Source: an optimization exercise on an open RTL-to-GDS flow (aim: small area, a short achievable clock period and few clock cycles per item). Production flows keep margins and buffers that such runs may drop.
Only simulation tests tie the RTL to the original design; equivalence was not proved.
No activity file was given, so power comes from the tool's default toggle rates.

==> flow/design.v (excerpt) <==
module tga_truecolor_rle_decoder_core (
  input  logic        clk,
  input  logic        rst,
  input  logic        byte_valid,
  output logic        byte_stall,
  input  logic [7:0]  data_byte,
  input  logic        start_of_file,
  output logic        result_valid,
  input  logic        result_stall,
  output logic [1:0]  result_kind,
  output logic [31:0] pixel_rgba,
  output logic [15:0] dest_row,
  output logic [15:0] dest_column,
  output logic [7:0]  run_length,
  output logic [15:0] image_width,
  output logic [15:0] image_height,
  output logic        image_done
);
Size in the first run: about 960 cells after synthesis, roughly 150 flip-flops, roughly 120 I/O pins, ~0.0095 sq mm of cells after synthesis.
export LEC_CHECK = 0
export CAP_MARGIN = 20
export CORE_MARGIN = 2
export CORE_UTILIZATION = 40
export CTS_BUF_LIST = sky130_fd_sc_hd__clkbuf_8
export SETUP_SLACK_MARGIN = 4.1
export SLEW_MARGIN = 20
create_clock -name core_clock -period 7.5 [get_ports {clk}]
standard.sh (not shown) runs the stock make flow with config.mk's settings and CLKGATE_MAP_FILE= SYNTH_SCRIPT=/design/flow/synth_recipe.tcl, a recipe that flattens the netlist after the stock synthesis.
==> flow/flow/run.sh <==
#!/bin/bash
# The standard layout, with plain buf_1 cells as the port buffers (the
# default picks a clkdlybuf4s50_1 delay cell for every port).  Repair still
# upsizes any port buffer that timing needs.
set -euo pipefail
export BUFFER_PORTS_ARGS="-buffer_cell sky130_fd_sc_hd__buf_1"
bash standard.sh > standard_flow.log 2>&1
Testbench counts at the start, summed over its fixed seeds: cycles 128,614, bytes 128,035.
==> next run, changes <==
--- a/flow/design.v
+++ b/flow/design.v
@@ -44,21 +44,21 @@
   output logic [15:0] image_width,
   output logic [15:0] image_height,
   output logic        image_done
 );
   localparam logic [2:0] PH_IDLE = 3'd0;
   localparam logic [2:0] PH_HDR  = 3'd1;
   localparam logic [2:0] PH_SKIP = 3'd2;
   localparam logic [2:0] PH_PKT  = 3'd3;
   localparam logic [2:0] PH_PIX  = 3'd4;
   logic [2:0]  phase;
-  logic [1:0]  hpos;         
+  logic [4:0]  hpos;         
   logic [7:0]  cnt;          
   logic [15:0] wid;
   logic [15:0] prow;         
   logic [15:0] pcol;         
   logic        cpend;        
   logic        cwrap;        
   logic [6:0]  cadd;         
   logic [7:0]  crem;         
   logic        rle, alpha, badtype, unsup, prun;
   logic        pend;         
@@ -76,22 +76,22 @@
   logic        w_big;
   logic        accept;
   logic        free;
   logic        complete;
   logic        hdr_emit;
   logic        fire_raw, fire_run, fire;
   assign w_big    = (wid[15:7] != 9'd0);
   assign free     = !vld || !result_stall;
   assign byte_stall = result_stall || hold;
   assign accept   = byte_valid && !byte_stall;
-  assign complete = (hpos == (alpha ? 2'd3 : 2'd2));
-  assign hdr_emit = accept && !start_of_file && (phase == PH_HDR) && (cnt == 8'd0);
+  assign complete = (hpos[1:0] == (alpha ? 2'd3 : 2'd2));
+  assign hdr_emit = accept && !start_of_file && (phase == PH_HDR) && (hpos == 5'd17);
   assign fire_raw = accept && !start_of_file && (phase == PH_PIX) && complete && !(rle && prun);
   logic        wrow_zero;
   logic [7:0]  sub1;
   logic        take, iter;
   assign wrow_zero = (prow == 16'd0);
   assign sub1      = {1'b0, ra} - {1'b0, wid[6:0]};
   assign iter      = busy && (wk || free);
   assign take      = iter && !w_big && !sub1[7] && !wrow_zero;
   assign fire_run = pend && free && !(busy && (take || !iter));
   assign fire     = fire_raw || fire_run;
@@ -161,92 +161,92 @@
       if (fire) begin
         pend  <= 1'b0;
         busy  <= 1'b0;
         wk    <= 1'b0;
         prow  <= row_fin;
         cpend <= 1'b1;
         cwrap <= c_wrap;
         cadd  <= c_wrap ? t_low : ra;
       end
       if (accept && start_of_file) begin
-        {prun, ra} <= data_byte;
-        cnt   <= 8'd16;
+        cnt   <= data_byte;
+        hpos  <= 5'd1;
         phase <= PH_HDR;
         busy  <= 1'b0;
         wk    <= 1'b0;
       end else if (accept) begin
         case (phase)
           PH_HDR: begin
-            cnt <= cnt - 8'd1;
-            case (cnt)
-              8'd16: unsup <= (data_byte != 8'd0);
-              8'd15: begin
+            case (hpos)
+              5'd1:  unsup <= (data_byte != 8'd0);
+              5'd2: begin
                 rle     <= (data_byte == tgarle_pkg::TYPE_RLE);
                 badtype <= (data_byte != tgarle_pkg::TYPE_TRUECOLOUR) &&
                            (data_byte != tgarle_pkg::TYPE_RLE);
               end
-              8'd5:  wid[7:0]   <= data_byte;
-              8'd4:  wid[15:8]  <= data_byte;
-              8'd3:  prow[7:0]  <= data_byte;
-              8'd2:  prow[15:8] <= data_byte;
-              8'd1:  begin
+              5'd12: wid[7:0]   <= data_byte;
+              5'd13: wid[15:8]  <= data_byte;
+              5'd14: prow[7:0]  <= data_byte;
+              5'd15: prow[15:8] <= data_byte;
+              5'd16: begin
                 alpha <= (data_byte == tgarle_pkg::DEPTH_32);
                 unsup <= unsup || ((data_byte != tgarle_pkg::DEPTH_24) &&
                                    (data_byte != tgarle_pkg::DEPTH_32));
               end
               default: begin
               end
             endcase
-            if (cnt == 8'd0) begin
-              cnt  <= {prun, ra};
-              hpos <= 2'd0;
+            if (hpos == 5'd17) begin
+              hpos <= 5'd0;
               rgba <= 32'd0;
               ra   <= 7'd0;
               prun <= 1'b0;
               pcol <= 16'd0;
               hdec <= 1'b1;
               if (badtype || unsup || (wid == 16'd0) || (prow == 16'd0)) begin
                 phase <= PH_IDLE;
-              end else if ({prun, ra} != 8'd0) begin
+              end else if (cnt != 8'd0) begin
                 phase <= PH_SKIP;
               end else begin
                 phase <= rle ? PH_PKT : PH_PIX;
               end
+            end else begin
+              hpos <= hpos + 5'd1;
             end
           end
           PH_SKIP: begin
             cnt <= cnt - 8'd1;
             if (cnt == 8'd1) begin
               phase <= rle ? PH_PKT : PH_PIX;
             end
           end
           PH_PKT: begin
             cnt   <= {1'b0, data_byte[6:0]} + 8'd1;
             prun  <= data_byte[7];
             phase <= PH_PIX;
             busy  <= data_byte[7];
             ra    <= data_byte[7] ? data_byte[6:0] : 7'd0;
           end
           PH_PIX: begin
-            case (hpos)
+            case (hpos[1:0])
               2'd0: rgba[15:8]  <= data_byte;
               2'd1: rgba[23:16] <= data_byte;
               2'd2: begin
                 rgba[31:24] <= data_byte;
                 if (!alpha) rgba[7:0] <= tgarle_pkg::OPAQUE_ALPHA;
               end
               default: rgba[7:0] <= data_byte;
             endcase
             if (!complete) begin
-              hpos <= hpos + 2'd1;
+              hpos <= hpos + 5'd1;
             end else begin
-              hpos <= 2'd0;
+              hpos <= 5'd0;
               if (rle && prun) begin
                 pend  <= 1'b1;
                 phase <= PH_PKT;
               end else if (rle) begin
                 if (cnt == 8'd1) begin
                   phase <= PH_PKT;
                 end else begin
                   cnt <= cnt - 8'd1;
                 end
               end
- design area grows by 2.2%
- final cell count grows by 3.4%
- worst hold slack gets worse by 0.045 ns
- non-clock buffer count shrinks by 4
- worst setup slack gets worse by 0.053 ns
- utilization grows by 0.45 points
- global-route usage grows by 0.64 points
- routed wire length grows by about 5%
- clock power grows by about 5%
- sequential share of layout area hardly moves
- combinational power shrinks by about 6%
- register-to-register slack gets better by 0.05 ns
- synthesized area grows by about 2%
- maximum frequency shrinks by 1.5%
Testbench counts after the change, summed over its fixed seeds: cycles 128,614, bytes 128,035.

========
tga_truecolor_rle_decoder_core, a different RTL version from the one above (not shown whole).
For scale: about 980 cells after synthesis, roughly 160 flip-flops, ~120 I/O pins, roughly 9600 um^2 of cells after synthesis.
Settings: LEC_CHECK=0, CAP_MARGIN=20, CORE_MARGIN=2, CORE_UTILIZATION=40, CTS_BUF_LIST=sky130_fd_sc_hd__clkbuf_8, SETUP_SLACK_MARGIN=4.1, SLEW_MARGIN=20; clock period 7.5 ns.
Scripts as last shown in full above: flow/flow/run.sh
Testbench counts at the start, summed over its fixed seeds: cycles 128,614, bytes 128,035.
==> next run, changes <==
--- a/flow/design.v
+++ b/flow/design.v
@@ -46,17 +46,17 @@
   output logic        image_done
 );
   localparam logic [2:0] PH_IDLE = 3'd0;
   localparam logic [2:0] PH_HDR  = 3'd1;
   localparam logic [2:0] PH_SKIP = 3'd2;
   localparam logic [2:0] PH_PKT  = 3'd3;
   localparam logic [2:0] PH_PIX  = 3'd4;
   logic [2:0]  phase;
-  logic [4:0]  hpos;         
+  logic [1:0]  hpos;         
   logic [7:0]  cnt;          
   logic [15:0] wid;
   logic [15:0] prow;         
   logic [15:0] pcol;         
   logic        cpend;        
   logic        cwrap;        
   logic [6:0]  cadd;         
   logic [7:0]  crem;         
@@ -79,18 +79,18 @@
   logic        free;
   logic        complete;
   logic        hdr_emit;
   logic        fire_raw, fire_run, fire;
   assign w_big    = (wid[15:7] != 9'd0);
   assign free     = !vld || !result_stall;
   assign byte_stall = result_stall || hold;
   assign accept   = byte_valid && !byte_stall;
-  assign complete = (hpos[1:0] == (alpha ? 2'd3 : 2'd2));
-  assign hdr_emit = accept && !start_of_file && (phase == PH_HDR) && (hpos == 5'd17);
+  assign complete = (hpos == (alpha ? 2'd3 : 2'd2));
+  assign hdr_emit = accept && !start_of_file && (phase == PH_HDR) && (cnt == 8'd0);
   assign fire_raw = accept && !start_of_file && (phase == PH_PIX) && complete && !(rle && prun);
   logic        wrow_zero;
   logic [7:0]  sub1;
   logic        take, iter;
   assign wrow_zero = (prow == 16'd0);
   assign sub1      = {1'b0, ra} - {1'b0, wid[6:0]};
   assign iter      = busy && (wk || free);
   assign take      = iter && !w_big && !sub1[7] && !wrow_zero;
@@ -164,88 +164,88 @@
         busy  <= 1'b0;
         wk    <= 1'b0;
         prow  <= row_fin;
         cpend <= 1'b1;
         cwrap <= c_wrap;
         cadd  <= c_wrap ? t_low : ra;
       end
       if (accept && start_of_file) begin
-        cnt   <= data_byte;
-        hpos  <= 5'd1;
+        {prun, ra} <= data_byte;
+        cnt   <= 8'd16;
         phase <= PH_HDR;
         busy  <= 1'b0;
         wk    <= 1'b0;
       end else if (accept) begin
         case (phase)
           PH_HDR: begin
-            case (hpos)
-              5'd1:  unsup <= (data_byte != 8'd0);
-              5'd2: begin
+            cnt <= cnt - 8'd1;
+            case (cnt)
+              8'd16: unsup <= (data_byte != 8'd0);
+              8'd15: begin
                 rle     <= (data_byte == tgarle_pkg::TYPE_RLE);
                 badtype <= (data_byte != tgarle_pkg::TYPE_TRUECOLOUR) &&
                            (data_byte != tgarle_pkg::TYPE_RLE);
               end
-              5'd12: wid[7:0]   <= data_byte;
-              5'd13: wid[15:8]  <= data_byte;
-              5'd14: prow[7:0]  <= data_byte;
-              5'd15: prow[15:8] <= data_byte;
-              5'd16: begin
+              8'd5:  wid[7:0]   <= data_byte;
+              8'd4:  wid[15:8]  <= data_byte;
+              8'd3:  prow[7:0]  <= data_byte;
+              8'd2:  prow[15:8] <= data_byte;
+              8'd1:  begin
                 alpha <= (data_byte == tgarle_pkg::DEPTH_32);
                 unsup <= unsup || ((data_byte != tgarle_pkg::DEPTH_24) &&
                                    (data_byte != tgarle_pkg::DEPTH_32));
               end
               default: begin
               end
             endcase
-            if (hpos == 5'd17) begin
-              hpos <= 5'd0;
+            if (cnt == 8'd0) begin
+              cnt  <= {prun, ra};
+              hpos <= 2'd0;
               rgba <= 32'd0;
               ra   <= 7'd0;
               prun <= 1'b0;
               pcol <= 16'd0;
               hdec <= 1'b1;
               if (badtype || unsup || (wid == 16'd0) || (prow == 16'd0)) begin
                 phase <= PH_IDLE;
-              end else if (cnt != 8'd0) begin
+              end else if ({prun, ra} != 8'd0) begin
                 phase <= PH_SKIP;
               end else begin
                 phase <= rle ? PH_PKT : PH_PIX;
               end
-            end else begin
-              hpos <= hpos + 5'd1;
             end
           end
           PH_SKIP: begin
             cnt <= cnt - 8'd1;
             if (cnt == 8'd1) begin
               phase <= rle ? PH_PKT : PH_PIX;
             end
           end
           PH_PKT: begin
             cnt   <= {1'b0, data_byte[6:0]} + 8'd1;
             prun  <= data_byte[7];
             phase <= PH_PIX;
             busy  <= data_byte[7];
             ra    <= data_byte[7] ? data_byte[6:0] : 7'd0;
           end
           PH_PIX: begin
-            case (hpos[1:0])
+            case (hpos)
               2'd0: rgba[15:8]  <= data_byte;
               2'd1: rgba[23:16] <= data_byte;
               2'd2: begin
                 rgba[31:24] <= data_byte;
                 if (!alpha) rgba[7:0] <= tgarle_pkg::OPAQUE_ALPHA;
               end
               default: rgba[7:0] <= data_byte;
             endcase
             if (!complete) begin
-              hpos <= hpos + 5'd1;
+              hpos <= hpos + 2'd1;
             end else begin
-              hpos <= 5'd0;
+              hpos <= 2'd0;
               if (rle && prun) begin
                 pend  <= 1'b1;
                 phase <= PH_PKT;
               end else if (rle) begin
                 if (cnt == 8'd1) begin
                   phase <= PH_PKT;
                 end else begin
                   cnt <= cnt - 8'd1;
Wire length goes down by 5.3%; cell area fell by 3.6%; combinational power rises by 17%; via count came out lower by 5.1%; critical path depth stays the same; power increases by 0.78%; fmax barely changes; worst setup slack stays flat; non-clock buffer count came out lower by 3; synthesized area falls by 2.4%; clock power decreases by about 3%; sequential power decreases by about 0.7%; core utilization falls by 1.1 points; sequential cell count came out lower by 3.
Testbench counts after the change, summed over its fixed seeds: cycles 128,614, bytes 128,035.

==> what the ideal ports hide <==
How much do the figures lean on ideal ports? The routed layouts below were timed once more, with nothing changed but the port constraints. Step 1, drivers: a clkbuf_16 drives clk and a buf_2 each remaining input, both assumed. Step 2 adds t to the input delays and takes it off the output delays; t is the mean of the earliest and latest rising clock arrival at the registers after step 1. Input paths then give back, and output paths get back, about the clock's delay inside the block. Three values: ideal, step 1, step 2; two values: the first two.
run	t, ns	setup WS [ns]	worst slew at a driven data input, ns	pins driven straight from the clock port
the first run of note 1	0.504	4.082 / 4.017 / 3.670	0.09	1
the second run of note 1	0.522	4.029 / 3.976 / 3.689	0.07	1
the first run of note 2	0.514	4.130 / 4.098 / 3.692	0.04	1
the second run of note 2	0.506	4.130 / 4.097 / 3.790	0.04	1
After both steps setup and hold are still met in every run listed. For the first run of note 2, which loses most, drivers alone change the setup slack by -0.032 ns; drivers and shift together by -0.438 ns.
